This design comes from an exercise in tuning for small area and a short achievable clock period on the open sky130 flow, not from production work.
Function was checked by simulation only, so behaviour that the tests miss may differ from the original.
No activity file was given, so power comes from the tool's default toggle rates.

## job 9822
==> flow/design.v <==
`default_nettype none
module lq_violation_select #(
    parameter int SQN_W = 6
) (
    input  wire logic [1:0] i_flag,
    input  wire logic       i_older1,    
    output logic            o_idx,
    output logic            o_valid
);
    assign o_idx   = i_older1 ? i_flag[1] : ~i_flag[0];
    assign o_valid = |i_flag;
endmodule
`default_nettype wire
`default_nettype none
module load_order_queue (
    input  wire logic        clk,
    input  wire logic        rst,
    input  wire logic [5:0]  IN_commitSqN,
    input  wire logic [1:0]  IN_valid,
    input  wire logic [1:0]  IN_isLoad,
    input  wire logic [63:0] IN_pc,
    input  wire logic [63:0] IN_addr,
    input  wire logic [3:0]  IN_size,
    input  wire logic [11:0] IN_sqN,
    input  wire logic [11:0] IN_loadSqN,
    input  wire logic [11:0] IN_storeSqN,
    input  wire logic        IN_branch_taken,
    input  wire logic [5:0]  IN_branch_sqN,
    input  wire logic [5:0]  IN_branch_loadSqN,
    input  wire logic        IN_branch_flush,
    output logic             OUT_branch_taken,
    output logic [31:0]      OUT_branch_dstPC,
    output logic [5:0]       OUT_branch_sqN,
    output logic [5:0]       OUT_branch_storeSqN,
    output logic [5:0]       OUT_branch_loadSqN,
    output logic             OUT_branch_flush,
    output logic [5:0]       OUT_maxLoadSqN
);
    localparam int NE = 16;
    function automatic logic is_older(input logic [5:0] a, input logic [5:0] b);
        logic [4:0] lt, gt;
        logic       lt43, gt43, lt21, gt21, lt41, gt41, ltall;
        lt    = ~a[4:0] & b[4:0];
        gt    = a[4:0] & ~b[4:0];
        lt43  = lt[4] | (~gt[4] & lt[3]);
        gt43  = gt[4] | (~lt[4] & gt[3]);
        lt21  = lt[2] | (~gt[2] & lt[1]);
        gt21  = gt[2] | (~lt[2] & gt[1]);
        lt41  = lt43 | (~gt43 & lt21);
        gt41  = gt43 | (~lt43 & gt21);
        ltall = lt41 | (~gt41 & lt[0]);
        is_older = (a[5] ^ b[5]) ? ~ltall : ltall;
    endfunction
    function automatic logic [3:0] size_to_mask(input logic [1:0] size, input logic [1:0] off);
        case (size)
            2'd0:    size_to_mask = 4'b0001 << off;
            2'd1:    size_to_mask = off[1] ? 4'b1100 : 4'b0011;
            default: size_to_mask = 4'b1111;
        endcase
    endfunction
    logic [NE-1:0]       ent_valid_q;
    logic [NE-1:0][5:0]  ent_sqn_q;
    logic [NE-1:0][29:0] ent_addr_q;
    logic [NE-1:0][3:0]  ent_mask_q;
    logic [5:0]          max_q;           
    logic [1:0]          br_viol_q;
    logic                br_older1_q;     
    logic [1:0][31:0]    br_pc_q;
    logic [1:0][5:0]     br_sqn_q, br_ssqn_q, br_lsqn_q;
    logic [1:0]       op_live, op_ld, op_st;
    logic [1:0][5:0]  op_sqn;
    logic [1:0][29:0] op_addr;
    logic [1:0][3:0]  op_mask;
    logic [1:0][3:0]  op_idx;
    always_comb begin
        for (int p = 0; p < 2; p++) begin
            op_sqn[p]  = IN_sqN[p*6 +: 6];
            op_live[p] = IN_valid[p] & ~(IN_branch_taken & is_older(IN_branch_sqN, op_sqn[p]));
            op_ld[p]   = op_live[p] &  IN_isLoad[p];
            op_st[p]   = op_live[p] & ~IN_isLoad[p];
            op_addr[p] = IN_addr[p*32+2 +: 30];
            op_mask[p] = size_to_mask(IN_size[p*2 +: 2], IN_addr[p*32 +: 2]);
            op_idx[p]  = IN_loadSqN[p*6 +: 4];
        end
    end
    logic [1:0] viol;
    always_comb begin
        for (int p = 0; p < 2; p++) begin
            logic hit;
            hit = 1'b0;
            for (int e = 0; e < NE; e++)
                hit = hit | (ent_valid_q[e] && (ent_addr_q[e] == op_addr[p]) &&
                             is_older(op_sqn[p], ent_sqn_q[e]) && (|(ent_mask_q[e] & op_mask[p])));
            hit = hit | (op_ld[1-p] && (op_addr[1-p] == op_addr[p]) &&
                         is_older(op_sqn[p], op_sqn[1-p]) && (|(op_mask[1-p] & op_mask[p])));
            viol[p] = op_st[p] & hit;
        end
    end
    logic [NE-1:0] h0_q;         
    logic [NE-1:0] h0, h1;       
    logic [NE-1:0] h0_d;
    logic [NE-1:0] clr;          
    logic          v0, v1;
    logic [5:0]    s0, s1;
    logic          ret0, ret1;
    logic [5:0]    inc1, inc2, max_d;
    always_comb begin
        h0 = h0_q;
        h1 = {h0_q[NE-2:0], h0_q[NE-1]};
        v0 = 1'b0; v1 = 1'b0; s0 = '0; s1 = '0;
        for (int e = 0; e < NE; e++) begin
            v0 = v0 | (h0[e] & ent_valid_q[e]);
            v1 = v1 | (h1[e] & ent_valid_q[e]);
            s0 = s0 | ({6{h0[e]}} & ent_sqn_q[e]);
            s1 = s1 | ({6{h1[e]}} & ent_sqn_q[e]);
        end
        ret0 = v0 & is_older(s0, IN_commitSqN);
        ret1 = ret0 & v1 & is_older(s1, IN_commitSqN);
        for (int e = 0; e < NE; e++) begin
            if (IN_branch_taken)
                clr[e] = is_older(IN_branch_sqN, ent_sqn_q[e]);
            else
                clr[e] = (h0[e] & ret0) | (h1[e] & ret1);
        end
        inc1 = max_q + 6'd1;
        inc2 = max_q + 6'd2;
        if (IN_branch_taken) begin
            max_d = IN_branch_flush ? IN_branch_loadSqN + 6'd15 : max_q;
            for (int e = 0; e < NE; e++)
                h0_d[e] = IN_branch_flush ? (IN_branch_loadSqN[3:0] == 4'(e)) : h0_q[e];
        end else begin
            max_d = ret1 ? inc2 : ret0 ? inc1 : max_q;
            h0_d  = ret1 ? {h1[NE-2:0], h1[NE-1]} : ret0 ? h1 : h0_q;
        end
    end
    logic [NE-1:0] we0, we1;
    always_comb begin
        for (int e = 0; e < NE; e++) begin
            we0[e] = op_ld[0] & (op_idx[0] == 4'(e));
            we1[e] = op_ld[1] & (op_idx[1] == 4'(e));
        end
    end
    always_ff @(posedge clk or posedge rst) begin
        if (rst) begin
            ent_valid_q <= '0;
            max_q       <= 6'd15;
            h0_q        <= NE'(1);
            br_viol_q   <= 2'b00;
        end else begin
            for (int e = 0; e < NE; e++)
                ent_valid_q[e] <= we0[e] | we1[e] | (ent_valid_q[e] & ~clr[e]);
            max_q      <= max_d;
            h0_q       <= h0_d;
            br_viol_q  <= viol;
        end
    end
    logic [NE-1:0] wr1, wr0, hold;
    logic [39:0]   wd0, wd1;
    assign wd0 = {op_sqn[0], op_addr[0], op_mask[0]};
    assign wd1 = {op_sqn[1], op_addr[1], op_mask[1]};
    assign wr1  = we1;
    assign wr0  = we0 & ~we1;
    assign hold = ~(we0 | we1);
    always_ff @(posedge clk) begin
        for (int e = 0; e < NE; e++)
            {ent_sqn_q[e], ent_addr_q[e], ent_mask_q[e]} <=
                ~(({40{wr1[e]}} & ~wd1) | ({40{wr0[e]}} & ~wd0) |
                  ({40{hold[e]}} & ~{ent_sqn_q[e], ent_addr_q[e], ent_mask_q[e]}));
        br_older1_q <= is_older(op_sqn[1], op_sqn[0]);
        br_pc_q     <= IN_pc;
        br_sqn_q    <= IN_sqN;
        br_ssqn_q   <= IN_storeSqN;
        br_lsqn_q   <= IN_loadSqN;
    end
    logic sel, any_viol;
    lq_violation_select #(.SQN_W(6)) u_sel (
        .i_flag   (br_viol_q),
        .i_older1 (br_older1_q),
        .o_idx    (sel),
        .o_valid  (any_viol)
    );
    assign OUT_branch_taken    = any_viol;
    assign OUT_branch_dstPC    = br_pc_q[sel];
    assign OUT_branch_sqN      = br_sqn_q[sel];
    assign OUT_branch_storeSqN = br_ssqn_q[sel];
    assign OUT_branch_loadSqN  = br_lsqn_q[sel];
    assign OUT_branch_flush    = 1'b0;
    assign OUT_maxLoadSqN      = max_q;
endmodule
`default_nettype wire
==> flow/config.mk <==
export PLATFORM = sky130hd
export DESIGN_NAME = load_order_queue
export DESIGN_NICKNAME = load_order_queue
export VERILOG_FILES = /design/flow/design.v
export SDC_FILE = /design/flow/constraint.sdc
export NUM_CORES = 4
export LEC_CHECK = 0
export CAP_MARGIN = 20
export CORE_MARGIN = 2
export CORE_UTILIZATION = 40
export CTS_CLUSTER_DIAMETER = 80
export CTS_CLUSTER_SIZE = 20
export PLACE_DENSITY = 0.55
export SETUP_SLACK_MARGIN = 2.5
export SLEW_MARGIN = 20
==> flow/constraint.sdc <==
create_clock -name core_clock -period 6.0 [get_ports {clk}]
set_input_delay 1.2000 -clock core_clock [delete_from_list [all_inputs] [get_ports {clk}]]
set_output_delay 1.2000 -clock core_clock [all_outputs]
set_load 0.01 [all_outputs]
standard.sh (not shown) runs the stock make flow with config.mk's settings and CLKGATE_MAP_FILE= SYNTH_SCRIPT=/design/flow/synth_recipe.tcl, a recipe that flattens the netlist after the stock synthesis.
==> flow/flow/run.sh <==
#!/bin/bash
# Own layout flow: the standard flow (standard.sh), except that synthesis
# maps logic with a delay-driven ABC script (flow/abc.script, target MY_ABC_D)
# and port buffers are sky130_fd_sc_hd__buf_1.
# Every tool's output goes to a log file in this folder.
set -euo pipefail
W=$(pwd)
# synth_recipe.tcl with the abc override inserted after its first line (the
# synth wrapper that drops fsm/share); the rest is kept as it is.
{ head -n 1 synth_recipe.tcl; cat flow/abc_override.tcl; tail -n +2 synth_recipe.tcl; } > my_synth.tcl
sed -E "s#SYNTH_SCRIPT=[^ ]+#SYNTH_SCRIPT=$W/my_synth.tcl#" standard.sh > my_standard.sh
grep -q "SYNTH_SCRIPT=$W/my_synth.tcl" my_standard.sh
export MY_ABC_SCRIPT=$W/flow/abc.script
export MY_ABC_D=1500
# port buffers (every input and output port still gets one) use the
# smallest buffer; timing repair upsizes the ones on critical paths
export BUFFER_PORTS_ARGS="-buffer_cell sky130_fd_sc_hd__buf_1"
bash my_standard.sh > flow_make.log 2>&1
test -f out/final.def
==> flow/flow/abc.script <==
strash
&get -n
&dch -f
&nf -p -E 50 {D}
&put
buffer -c
upsize {D}
dnsize {D}
==> flow/flow/abc_override.tcl <==
# Technology mapping with a delay-driven ABC script: the script named by
# MY_ABC_SCRIPT, with {D} replaced by "-D MY_ABC_D" (ps). Everything else in
# the synthesis is synth_recipe.tcl / ORFS synth.tcl unchanged.
proc abc {args} {
  set fin [open $::env(MY_ABC_SCRIPT) r]
  set body [string map [list "{D}" "-D $::env(MY_ABC_D)"] [read $fin]]
  close $fin
  set scr $::env(RESULTS_DIR)/my_abc.script
  set fout [open $scr w]
  puts -nonewline $fout $body
  close $fout
  set i [lsearch -exact $args -script]
  if { $i >= 0 } { set args [lreplace $args $i [expr {$i + 1}] -script $scr] }
  set j [lsearch -exact $args -D]
  if { $j >= 0 } { set args [lreplace $args $j [expr {$j + 1}]] }
  lappend args -D $::env(MY_ABC_D)
  puts "abc with [file tail $::env(MY_ABC_SCRIPT)], -D $::env(MY_ABC_D)"
  yosys abc {*}$args
}
The flow did not stop early for job 9822: all stages ran, and the layout cleared the timing, DRC and antenna checks.
#### Input delta (job 5448 over job 9822)
- swapping 20 for 25 in CTS_CLUSTER_SIZE
- swapping 80 for 90 in CTS_CLUSTER_DIAMETER
## What came out
Looking at the reports, job 5448 completed the entire flow and the layout it produced met the timing, DRC and antenna checks.
[compare] base=job 9822 new=job 5448: final instance count without filler cells neither gained nor lost much; worst setup slack lost 10 ps; chip height neither gained nor lost much; detailed-route wire length lost 2800 um; number of cells traversed by the worst register-to-register path lost 1.
Between job 5448 and job 9822, the net switching power of the design figures differ only marginally.
Relative to job 9822, job 5448 improves via count of the routed design.
The number of global-route vias before repair on job 9822 is in line with that on job 5448.
Relative to job 9822, the wire length per cell after detailed routing of job 5448 is lower by 0.85%.

## port drivers added, routing unchanged
Ports are ideal in the flow. The routed layouts listed here were re-timed in OpenROAD. Step 1 assumes that a clkbuf_16 drives the clock port and a buf_2 every other input. Step 2 also shifts input and output timing later by t, the mid clock arrival at the registers, as if the neighbouring blocks saw the same clock. Three values: ideal, step 1, step 2; two values: the first two.
run | t (ns) | slack for setup (ns) | hold slack, ns | latest minus earliest clock arrival (ns) | cell pins on the clock port's net
job 9822 | 0.800 | 2.350 / 2.404 / 1.604 | 0.514 / 0.514 / 0.514 | 0.062 / 0.062 | 1
job 5448 | 0.782 | 2.340 / 2.393 / 1.611 | 0.515 / 0.515 / 0.515 | 0.054 / 0.054 | 1
After both steps setup and hold are still met in every run listed. For job 9822, which loses most, drivers alone change the setup slack by +0.054 ns; drivers and shift together by -0.746 ns.
